What follows belongs to an exercise in optimizing a design on an open flow for small area and a short achievable clock period; a production flow would make more cautious choices. The RTL was checked by simulation tests, not by an equivalence proof against the original design.

// simple_ntt_core
module simple_ntt_core #(
  parameter int data_width      = 32,
  parameter int max_buffer_size = 4,
  parameter int modulus         = 3329,
  parameter int root            = 1729
) (
  input  logic                               clk,
  input  logic                               reset,
  input  logic [data_width-1:0]              input_buffer0,
  input  logic [data_width-1:0]              input_buffer1,
  input  logic [data_width-1:0]              input_buffer2,
  input  logic [data_width-1:0]              input_buffer3,
  input  logic [$clog2(max_buffer_size)-1:0] index,
  output logic [data_width-1:0]              output_buffer
);
export LEC_CHECK = 0
export CAP_MARGIN = 70
export CORE_MARGIN = 2
export CORE_UTILIZATION = 65
export CTS_BUF_LIST = sky130_fd_sc_hd__clkbuf_8
export PLACE_DENSITY = 0.75
export SLEW_MARGIN = 20
export SYNTH_HIERARCHICAL = 1
export SYNTH_MINIMUM_KEEP_SIZE = 0
create_clock -name core_clock -period 55.0 [get_ports {clk}]
standard.sh (not shown) runs the stock make flow with config.mk's settings and CLKGATE_MAP_FILE= SYNTH_SCRIPT=/design/flow/synth_recipe.tcl, a recipe that flattens the netlist after the stock synthesis.
==> flow/flow/run.sh <==
#!/bin/bash
# The standard layout (standard.sh), except that the port buffers are
# made from the smallest buffer cell and the constant outputs share one tie cell.
export BUFFER_PORTS_ARGS="-buffer_cell sky130_fd_sc_hd__buf_1"
export SKIP_REPAIR_TIE_FANOUT=1
bash standard.sh > standard.log 2>&1
Next try:
CAP_MARGIN = 20   (was 70)
What happened: Worst setup slack is worse by 190 ps; routed wire length fell by 0.98%; maximum frequency decreases by 1.1%; register-to-register slack degrades by 480 ps; die area is unchanged; cell area fell by 1.1%; hold slack got worse by 10 ps.

========
simple_ntt_core again, from the RTL that the note above started with.
export LEC_CHECK = 0
export CAP_MARGIN = 20
export CORE_MARGIN = 2
export CORE_UTILIZATION = 65
export CTS_BUF_LIST = sky130_fd_sc_hd__clkbuf_4 sky130_fd_sc_hd__clkbuf_8
export PLACE_DENSITY = 0.75
export SLEW_MARGIN = 20
export SYNTH_HIERARCHICAL = 1
export SYNTH_MINIMUM_KEEP_SIZE = 0
create_clock -name core_clock -period 55.0 [get_ports {clk}]
Scripts as last shown in full above: flow/flow/run.sh
The first run ran to the end with no violations.
Rerun with:
--- a/flow/config.mk
+++ b/flow/config.mk
@@ -11 +11 @@
-export CTS_BUF_LIST = sky130_fd_sc_hd__clkbuf_4 sky130_fd_sc_hd__clkbuf_8
+export CTS_BUF_LIST = sky130_fd_sc_hd__clkbuf_8
@@ -13 +13 @@
-export SLEW_MARGIN = 20
+export SLEW_MARGIN = 70
The new run went through all stages and came out clean.
Via count drops by about 1.3%.
Wire length went down by about 1.2%.
Final cell count is unchanged.
First-iteration DRC count drops by 11%.
Sequential share of layout area is about the same.
Clock-buffer cell count falls by 1.
Die area stays the same.
Rerun with:
--- a/flow/config.mk
+++ b/flow/config.mk
@@ -10 +10 @@
-export CORE_UTILIZATION = 65
+export CORE_UTILIZATION = 80
@@ -12 +12 @@
-export PLACE_DENSITY = 0.75
+export PLACE_DENSITY = 0.9
Outcome: Sequential share of layout area barely changes; setup slack gains 170 ps; wire length increases by 13%; global-route usage climbs by 9.0 points; via count came out higher by 6.0%.

========
== sierra ==
simple_ntt_core, a different RTL version from the one above (not shown whole).
For scale: about 760 cells after synthesis, ~56 flip-flops, roughly 160 I/O pins, ~9800 µm² of cells after synthesis.
## simple_ntt_core
module simple_ntt_core #(
  parameter int data_width      = 32,
  parameter int max_buffer_size = 4,
  parameter int modulus         = 3329,
  parameter int root            = 1729
) (
  input  logic                               clk,
  input  logic                               reset,
  input  logic [data_width-1:0]              input_buffer0,
  input  logic [data_width-1:0]              input_buffer1,
  input  logic [data_width-1:0]              input_buffer2,
  input  logic [data_width-1:0]              input_buffer3,
  input  logic [$clog2(max_buffer_size)-1:0] index,
  output logic [data_width-1:0]              output_buffer
);
export LEC_CHECK = 0
export CAP_MARGIN = 50
export CORE_MARGIN = 2
export CORE_UTILIZATION = 65
export CTS_BUF_LIST = sky130_fd_sc_hd__clkbuf_8
export PLACE_DENSITY = 0.75
export SLEW_MARGIN = 70
export SYNTH_HIERARCHICAL = 1
export SYNTH_MINIMUM_KEEP_SIZE = 0
create_clock -name core_clock -period 55.0 [get_ports {clk}]
Scripts as last shown in full above: flow/flow/run.sh
The inputs of harbor differ from those of sierra as listed below.
Settings: CAP_MARGIN now 20, was 50.
==> comparison <==
From harbor to sierra, number of placed instances with taps included did not move at all.
Any difference in total routed wirelength between harbor and sierra is small enough to ignore.
Met1 layer wirelength in the final routing came out exactly the same in sierra and harbor.

-- port drivers added, routing unchanged --
In the flow no input, the clock included, has a driving cell. The finished layouts below were timed again as built, in two steps. Step 1 (the two cells are an assumption about what drives the block):
set clk [get_ports {clk}]
set_driving_cell -lib_cell sky130_fd_sc_hd__clkbuf_16 $clk
set_driving_cell -lib_cell sky130_fd_sc_hd__buf_2 [delete_from_list [all_inputs] $clk]
Step 2 moves the port delays by t, midway between the first and last clock arrival at a register: inputs arrive t later, outputs are due t later. That takes back most of the time a late clock gives input paths. a / b / c = no drivers / after step 1 / after step 2; a / b = the first two.
run | t (ns) | setup slack, ns | worst hold slack (ns) | clock arrival spread, ns | worst register clock-pin slew, ns
the first run of note 1 | 0.340 | 39.008 / 39.019 / 38.679 | 0.702 / 0.702 / 0.702 | 0.004 / 0.003 | 0.09 / 0.09
the second run of note 1 | 0.338 | 38.823 / 38.831 / 38.493 | 0.692 / 0.692 / 0.692 | 0.007 / 0.007 | 0.10 / 0.10
the first run of note 2 | 0.338 | 38.836 / 38.843 / 38.505 | 0.696 / 0.696 / 0.696 | 0.008 / 0.008 | 0.10 / 0.10
the second run of note 2 | 0.341 | 39.113 / 39.122 / 38.781 | 0.703 / 0.703 / 0.703 | 0.008 / 0.008 | 0.09 / 0.09
the third run of note 2 | 0.343 | 39.283 / 39.274 / 38.931 | 0.735 / 0.735 / 0.735 | 0.006 / 0.006 | 0.09 / 0.09
sierra | 0.358 | 39.382 / 39.374 / 39.016 | 0.734 / 0.734 / 0.734 | 0.012 / 0.013 | 0.11 / 0.11
harbor | 0.358 | 39.382 / 39.374 / 39.016 | 0.734 / 0.734 / 0.734 | 0.012 / 0.013 | 0.11 / 0.11
After both steps setup and hold are still met in every run listed.
